Background: an optimization exercise with open tools, aiming at small area, a short achievable clock period and few clock cycles per item. Do not read the settings as production practice.
Only simulation tests tie the RTL to the original design; equivalence was not proved.
Power and IR drop assume default switching activity.

==> flow/design.v <==
package mem_pkg;
    localparam int MEM_DATA_W = 16;
    localparam int MEM_ADDR_W = 8;
    typedef enum logic [1:0] {
        S_IDLE,
        S_WAIT,
        S_RESP
    } state_t;
    localparam logic OP_RD = 1'b0;
    localparam logic OP_WR = 1'b1;
endpackage
module mem_rd_aoi3 (
    input  logic s0, s1, s2,
    input  logic d0, d1, d2,
    output logic y_n
);
    assign y_n = ~((s0 & d0) | (s1 & d1) | (s2 & d2));
endmodule
module mem_wr_ao22 (
    input  logic q, wn,
    input  logic w, d,
    output logic y
);
    assign y = (q & wn) | (w & d);
endmodule
module mem_wsel_and (
    input  logic a, b,
    output logic y
);
    assign y = a & b;
endmodule
module mem_wsel_nand (
    input  logic a, b,
    output logic y_n
);
    assign y_n = ~(a & b);
endmodule
module mem_resp_ram #(
    parameter int DATA_W = 16,
    parameter int DEPTH  = 256
) (
    input  logic              clk,
    input  logic [15:0]       we_grp,
    input  logic [DEPTH-1:0]  rsel,
    input  logic [DATA_W-1:0] din,
    output logic [DATA_W-1:0] dout
);
    localparam int NB   = 8;                      
    localparam int NT   = DEPTH / 3;              
    localparam int NGRP = NT + ((DEPTH % 3) != 0 ? 1 : 0);
    logic [DATA_W-1:0] mem_q [DEPTH];
    logic [DATA_W-1:0] grp_n [NGRP];
    logic [DATA_W-1:0] part_n_q [NB];
    logic [DATA_W-1:0] dout_d;
    logic [DEPTH-1:0]  wsel, wsel_n;
    logic [DATA_W-1:0] mem_d [DEPTH];
    for (genvar r = 0; r < DEPTH; r++) begin : g_wsel
        mem_wsel_and  u_w  (.a (rsel[r]), .b (we_grp[r / 16]), .y   (wsel[r]));
        mem_wsel_nand u_wn (.a (rsel[r]), .b (we_grp[r / 16]), .y_n (wsel_n[r]));
    end
    for (genvar r = 0; r < DEPTH; r++) begin : g_row
        for (genvar b = 0; b < DATA_W; b++) begin : g_bit
            mem_wr_ao22 u_wr (
                .q  (mem_q[r][b]), .wn (wsel_n[r]),
                .w  (wsel[r]),     .d  (din[b]),
                .y  (mem_d[r][b])
            );
        end
    end
    always_ff @(posedge clk) begin
        for (int r = 0; r < DEPTH; r++) begin
            mem_q[r] <= mem_d[r];
        end
    end
    for (genvar g = 0; g < NT; g++) begin : g_grp
        for (genvar b = 0; b < DATA_W; b++) begin : g_bit
            mem_rd_aoi3 u_aoi (
                .s0 (rsel[3*g]),       .s1 (rsel[3*g+1]),       .s2 (rsel[3*g+2]),
                .d0 (mem_q[3*g][b]),   .d1 (mem_q[3*g+1][b]),   .d2 (mem_q[3*g+2][b]),
                .y_n(grp_n[g][b])
            );
        end
    end
    if (NGRP > NT) begin : g_rest
        always_comb begin
            grp_n[NT] = '1;
            for (int r = 3 * NT; r < DEPTH; r++) begin
                grp_n[NT] = grp_n[NT] & ~(mem_q[r] & {DATA_W{rsel[r]}});
            end
        end
    end
    always_ff @(posedge clk) begin
        for (int k = 0; k < NB; k++) begin
            logic [DATA_W-1:0] all_n;
            all_n = '1;
            for (int g = 0; g < NGRP; g++) begin
                if ((g * NB) / NGRP == k) begin
                    all_n = all_n & grp_n[g];
                end
            end
            part_n_q[k] <= all_n;
        end
    end
    always_comb begin
        dout_d = '0;
        for (int k = 0; k < NB; k++) begin
            dout_d = dout_d | ~part_n_q[k];
        end
    end
    always_ff @(posedge clk) begin
        dout <= dout_d;
    end
endmodule
import mem_pkg::*;
module mem_responder #(
    parameter int DATA_W  = MEM_DATA_W,
    parameter int ADDR_W  = MEM_ADDR_W,
    parameter int DEPTH   = 256
) (
    input  logic              clk,
    input  logic              reset,
    input  logic              bus_read,
    input  logic              bus_write,
    input  logic [ADDR_W-1:0] bus_addr,
    input  logic [DATA_W-1:0] bus_wdata,
    output logic [DATA_W-1:0] bus_rdata,
    output logic              bus_rvalid,
    output logic              bus_wdone,
    output logic              bus_busy,
    output logic              bus_err
);
    logic              rd1_q, wr1_q;
    logic [ADDR_W-1:0] addr1_q;
    logic [DATA_W-1:0] wdata1_q;
    logic              rd2_q, wr2_q;
    logic [DEPTH-1:0]  row2_q;
    logic [15:0]       wrg2_q;
    logic [DATA_W-1:0] wdata2_q;
    logic              rd3_q, wr3_q;
    logic              rd4_q, wr4_q;
    logic              rd5_q, wr5_q;
    logic [DATA_W-1:0] ram_dout;
    logic [DATA_W-1:0] rdata5_q;
    always_ff @(posedge clk) begin
        if (reset) begin
            rd1_q <= 1'b0;
            wr1_q <= 1'b0;
            rd2_q <= 1'b0;
            wr2_q <= 1'b0;
            rd3_q <= 1'b0;
            wr3_q <= 1'b0;
            rd4_q <= 1'b0;
            wr4_q <= 1'b0;
            wrg2_q <= '0;
            rd5_q <= 1'b0;
            wr5_q <= 1'b0;
        end else begin
            rd1_q <= bus_read && !bus_write;
            wr1_q <= bus_write;
            rd2_q <= rd1_q;
            wr2_q <= wr1_q;
            rd3_q <= rd2_q;
            wr3_q <= wr2_q;
            rd4_q <= rd3_q;
            wr4_q <= wr3_q;
            for (int k = 0; k < 16; k++) begin
                wrg2_q[k] <= wr1_q && (addr1_q[7:4] == 4'(k));
            end
            rd5_q <= rd4_q;
            wr5_q <= wr4_q;
        end
    end
    always_ff @(posedge clk) begin
        addr1_q  <= bus_addr;
        wdata1_q <= bus_wdata;
    end
    always_ff @(posedge clk) begin
        for (int r = 0; r < DEPTH; r++) begin
            row2_q[r] <= (addr1_q == ADDR_W'(r));
        end
        wdata2_q <= wdata1_q;
    end
    mem_resp_ram #(
        .DATA_W (DATA_W),
        .DEPTH  (DEPTH)
    ) u_ram (
        .clk    (clk),
        .we_grp (wrg2_q),
        .rsel   (row2_q),
        .din    (wdata2_q),
        .dout   (ram_dout)
    );
    always_ff @(posedge clk) begin
        rdata5_q <= ram_dout;
    end
    assign bus_rdata  = rdata5_q;
    assign bus_rvalid = rd5_q;
    assign bus_wdone  = wr5_q;
    assign bus_busy   = 1'b0;
    assign bus_err    = 1'b0;
endmodule
Settings: LEC_CHECK=0, CAP_MARGIN=20, CORE_MARGIN=2, CORE_UTILIZATION=65, CTS_CLUSTER_DIAMETER=150, CTS_CLUSTER_SIZE=28, SETUP_SLACK_MARGIN=3.0, SLEW_MARGIN=20, SYNTH_HIERARCHICAL=1, SYNTH_MEMORY_MAX_BITS=16384; clock period 5.5 ns.
run.sh (not shown) runs the stock make flow with config.mk's settings and CLKGATE_MAP_FILE= SYNTH_SCRIPT=/design/flow/synth_recipe.tcl, a recipe that flattens the netlist after the stock synthesis.
Testbench counts at the start, summed over its fixed seeds: cycles 24,040, items 24,000.
Then changed:
--- a/flow/design.v
+++ b/flow/design.v
@@ -38,11 +38,11 @@
 module mem_resp_ram #(
     parameter int DATA_W = 16,
     parameter int DEPTH  = 256
 ) (
     input  logic              clk,
-    input  logic [15:0]       we_grp,
+    input  logic [31:0]       we_grp,
     input  logic [DEPTH-1:0]  rsel,
     input  logic [DATA_W-1:0] din,
     output logic [DATA_W-1:0] dout
 );
     localparam int NB   = 8;                      
@@ -53,12 +53,12 @@
     logic [DATA_W-1:0] part_n_q [NB];
     logic [DATA_W-1:0] dout_d;
     logic [DEPTH-1:0]  wsel, wsel_n;
     logic [DATA_W-1:0] mem_d [DEPTH];
     for (genvar r = 0; r < DEPTH; r++) begin : g_wsel
-        mem_wsel_and  u_w  (.a (rsel[r]), .b (we_grp[r / 16]), .y   (wsel[r]));
-        mem_wsel_nand u_wn (.a (rsel[r]), .b (we_grp[r / 16]), .y_n (wsel_n[r]));
+        mem_wsel_and  u_w  (.a (rsel[r]), .b (we_grp[r / 8]), .y   (wsel[r]));
+        mem_wsel_nand u_wn (.a (rsel[r]), .b (we_grp[r / 8]), .y_n (wsel_n[r]));
     end
     for (genvar r = 0; r < DEPTH; r++) begin : g_row
         for (genvar b = 0; b < DATA_W; b++) begin : g_bit
             mem_wr_ao22 u_wr (
                 .q  (mem_q[r][b]), .wn (wsel_n[r]),
@@ -132,11 +132,11 @@
     logic              rd1_q, wr1_q;
     logic [ADDR_W-1:0] addr1_q;
     logic [DATA_W-1:0] wdata1_q;
     logic              rd2_q, wr2_q;
     logic [DEPTH-1:0]  row2_q;
-    logic [15:0]       wrg2_q;
+    logic [31:0]       wrg2_q;
     logic [DATA_W-1:0] wdata2_q;
     logic              rd3_q, wr3_q;
     logic              rd4_q, wr4_q;
     logic              rd5_q, wr5_q;
     logic [DATA_W-1:0] ram_dout;
@@ -161,12 +161,12 @@
             wr2_q <= wr1_q;
             rd3_q <= rd2_q;
             wr3_q <= wr2_q;
             rd4_q <= rd3_q;
             wr4_q <= wr3_q;
-            for (int k = 0; k < 16; k++) begin
-                wrg2_q[k] <= wr1_q && (addr1_q[7:4] == 4'(k));
+            for (int k = 0; k < 32; k++) begin
+                wrg2_q[k] <= wr1_q && (addr1_q[7:3] == 5'(k));
             end
             rd5_q <= rd4_q;
             wr5_q <= wr4_q;
         end
     end
=> The new run produced a clean layout; design area is about the same; synthesized cell count came out higher by 0.30%; sequential share of layout area barely changes; sequential cell count is higher by 16; via count is about the same; synthesized area is about the same; clock-buffer cell count came out lower by 1; global-route usage is lower by 0.22 points.
Testbench counts after the change, summed over its fixed seeds: cycles 24,040, items 24,000.

========
== lane 1 ==
Starts from the design.v that is shown in full above.
==> flow/config.mk <==
export PLATFORM = sky130hd
export DESIGN_NAME = mem_responder
export DESIGN_NICKNAME = mem_responder
export VERILOG_FILES = /design/flow/design.v
export SDC_FILE = /design/flow/constraint.sdc
export NUM_CORES = 4
export LEC_CHECK = 0
export CAP_MARGIN = 20
export CORE_MARGIN = 2
export CORE_UTILIZATION = 65
export CTS_CLUSTER_DIAMETER = 150
export CTS_CLUSTER_SIZE = 28
export SETUP_SLACK_MARGIN = 3.2
export SLEW_MARGIN = 20
export SYNTH_HIERARCHICAL = 1
export SYNTH_MEMORY_MAX_BITS = 16384
==> flow/constraint.sdc <==
create_clock -name core_clock -period 5.5 [get_ports {clk}]
set_input_delay 1.1000 -clock core_clock [delete_from_list [all_inputs] [get_ports {clk}]]
set_output_delay 1.1000 -clock core_clock [all_outputs]
set_load 0.01 [all_outputs]
Testbench counts of lane 1, summed over its fixed seeds: cycles 24,040, items 24,000.
Setup changes, lane 1 to lane 2
--- a/flow/design.v
+++ b/flow/design.v
@@ -21,44 +21,32 @@
     input  logic w, d,
     output logic y
 );
     assign y = (q & wn) | (w & d);
 endmodule
-module mem_wsel_and (
-    input  logic a, b,
-    output logic y
-);
-    assign y = a & b;
-endmodule
-module mem_wsel_nand (
-    input  logic a, b,
-    output logic y_n
-);
-    assign y_n = ~(a & b);
-endmodule
 module mem_resp_ram #(
     parameter int DATA_W = 16,
     parameter int DEPTH  = 256
 ) (
     input  logic              clk,
-    input  logic [15:0]       we_grp,
+    input  logic              we,
     input  logic [DEPTH-1:0]  rsel,
     input  logic [DATA_W-1:0] din,
     output logic [DATA_W-1:0] dout
 );
     localparam int NB   = 8;                      
     localparam int NT   = DEPTH / 3;              
     localparam int NGRP = NT + ((DEPTH % 3) != 0 ? 1 : 0);
     logic [DATA_W-1:0] mem_q [DEPTH];
     logic [DATA_W-1:0] grp_n [NGRP];
-    logic [DATA_W-1:0] part_n_q [NB];
+    logic [DATA_W-1:0] part_q [NB];
     logic [DATA_W-1:0] dout_d;
     logic [DEPTH-1:0]  wsel, wsel_n;
     logic [DATA_W-1:0] mem_d [DEPTH];
-    for (genvar r = 0; r < DEPTH; r++) begin : g_wsel
-        mem_wsel_and  u_w  (.a (rsel[r]), .b (we_grp[r / 16]), .y   (wsel[r]));
-        mem_wsel_nand u_wn (.a (rsel[r]), .b (we_grp[r / 16]), .y_n (wsel_n[r]));
+    always_comb begin
+        wsel   = rsel & {DEPTH{we}};
+        wsel_n = ~wsel;
     end
     for (genvar r = 0; r < DEPTH; r++) begin : g_row
         for (genvar b = 0; b < DATA_W; b++) begin : g_bit
             mem_wr_ao22 u_wr (
                 .q  (mem_q[r][b]), .wn (wsel_n[r]),
@@ -96,17 +84,17 @@
             for (int g = 0; g < NGRP; g++) begin
                 if ((g * NB) / NGRP == k) begin
                     all_n = all_n & grp_n[g];
                 end
             end
-            part_n_q[k] <= all_n;
+            part_q[k] <= ~all_n;
         end
     end
     always_comb begin
         dout_d = '0;
         for (int k = 0; k < NB; k++) begin
-            dout_d = dout_d | ~part_n_q[k];
+            dout_d = dout_d | part_q[k];
         end
     end
     always_ff @(posedge clk) begin
         dout <= dout_d;
     end
@@ -132,44 +120,33 @@
     logic              rd1_q, wr1_q;
     logic [ADDR_W-1:0] addr1_q;
     logic [DATA_W-1:0] wdata1_q;
     logic              rd2_q, wr2_q;
     logic [DEPTH-1:0]  row2_q;
-    logic [15:0]       wrg2_q;
     logic [DATA_W-1:0] wdata2_q;
     logic              rd3_q, wr3_q;
     logic              rd4_q, wr4_q;
-    logic              rd5_q, wr5_q;
     logic [DATA_W-1:0] ram_dout;
-    logic [DATA_W-1:0] rdata5_q;
     always_ff @(posedge clk) begin
         if (reset) begin
             rd1_q <= 1'b0;
             wr1_q <= 1'b0;
             rd2_q <= 1'b0;
             wr2_q <= 1'b0;
             rd3_q <= 1'b0;
             wr3_q <= 1'b0;
             rd4_q <= 1'b0;
             wr4_q <= 1'b0;
-            wrg2_q <= '0;
-            rd5_q <= 1'b0;
-            wr5_q <= 1'b0;
         end else begin
             rd1_q <= bus_read && !bus_write;
             wr1_q <= bus_write;
             rd2_q <= rd1_q;
             wr2_q <= wr1_q;
             rd3_q <= rd2_q;
             wr3_q <= wr2_q;
             rd4_q <= rd3_q;
             wr4_q <= wr3_q;
-            for (int k = 0; k < 16; k++) begin
-                wrg2_q[k] <= wr1_q && (addr1_q[7:4] == 4'(k));
-            end
-            rd5_q <= rd4_q;
-            wr5_q <= wr4_q;
         end
     end
     always_ff @(posedge clk) begin
         addr1_q  <= bus_addr;
         wdata1_q <= bus_wdata;
@@ -183,19 +160,16 @@
     mem_resp_ram #(
         .DATA_W (DATA_W),
         .DEPTH  (DEPTH)
     ) u_ram (
         .clk    (clk),
-        .we_grp (wrg2_q),
+        .we     (wr2_q),
         .rsel   (row2_q),
         .din    (wdata2_q),
         .dout   (ram_dout)
     );
-    always_ff @(posedge clk) begin
-        rdata5_q <= ram_dout;
-    end
-    assign bus_rdata  = rdata5_q;
-    assign bus_rvalid = rd5_q;
-    assign bus_wdone  = wr5_q;
+    assign bus_rdata  = ram_dout;
+    assign bus_rvalid = rd4_q;
+    assign bus_wdone  = wr4_q;
     assign bus_busy   = 1'b0;
     assign bus_err    = 1'b0;
 endmodule
### Flow results
- Having completed the whole flow, lane 2 delivered a layout that passed the timing, design-rule and antenna checks.
- Lane 2: setup slack lower than lane 1
- Between lane 1 and lane 2, flip-flop and latch power increased.
- Re number of enable-type register cells in the synthesized netlist: no difference whatsoever between lane 1 and lane 2.
- [compare] base=lane 1 new=lane 2: mean area per synthesized cell lost about 0.6%, minimum clock period picked up an extra 0.029 ns, worst voltage drop across the vdd grid neither gained nor lost much, total wirelength of the detailed-routed design lost about 1.7%.
- The combinational fraction of design power of lane 2 is higher than that of lane 1.
- Non-clock inverter total of the final layout: lane 2 vs lane 1 up 255
- On wire length of the first global-routing pass, lane 1 loses to lane 2.
- In the metrics for lane 2 and lane 1, the one carrying the lower fraction of area in registers is lane 2.
Testbench counts of lane 2, summed over its fixed seeds: cycles 24,032, items 24,000.

[separate check: timing with driven ports]
The flow's constraints put no driver on any port. The routed layouts listed below were extracted and timed again, unchanged, in two steps.
Step 1 sets driving cells, clkbuf_16 on the clock port and buf_2 on the other inputs (assumed; they add their load-dependent delay and slew).
Step 2 adds t to the input delays and takes it off the output delays; t is the mean of the earliest and latest rising clock arrival at the registers after step 1. Input paths then give back, and output paths get back, about the clock's delay inside the block.
a / b / c = no drivers / after step 1 / after step 2; a / b = the first two.
run | t (ns) | setup WS [ns] | hold WS [ns] | slew at the worst register clock pin (ns) | pins driven straight from the clock port
the first run of note 1 | 0.967 | 2.968 / 2.905 / 2.754 | 0.330 / 0.330 / 0.330 | 0.11 / 0.11 | 1
the second run of note 1 | 0.961 | 3.018 / 2.978 / 2.414 | 0.320 / 0.320 / 0.320 | 0.11 / 0.11 | 1
lane 1 | 0.963 | 2.996 / 2.913 / 2.744 | 0.329 / 0.329 / 0.329 | 0.11 / 0.11 | 1
lane 2 | 0.964 | 2.967 / 2.871 / 3.104 | 0.327 / 0.327 / 0.327 | 0.11 / 0.11 | 1
After both steps setup and hold are still met in every run listed. The setup slack of the second run of note 1, which loses most, moves by -0.040 ns with the drivers and by -0.604 ns with both steps.
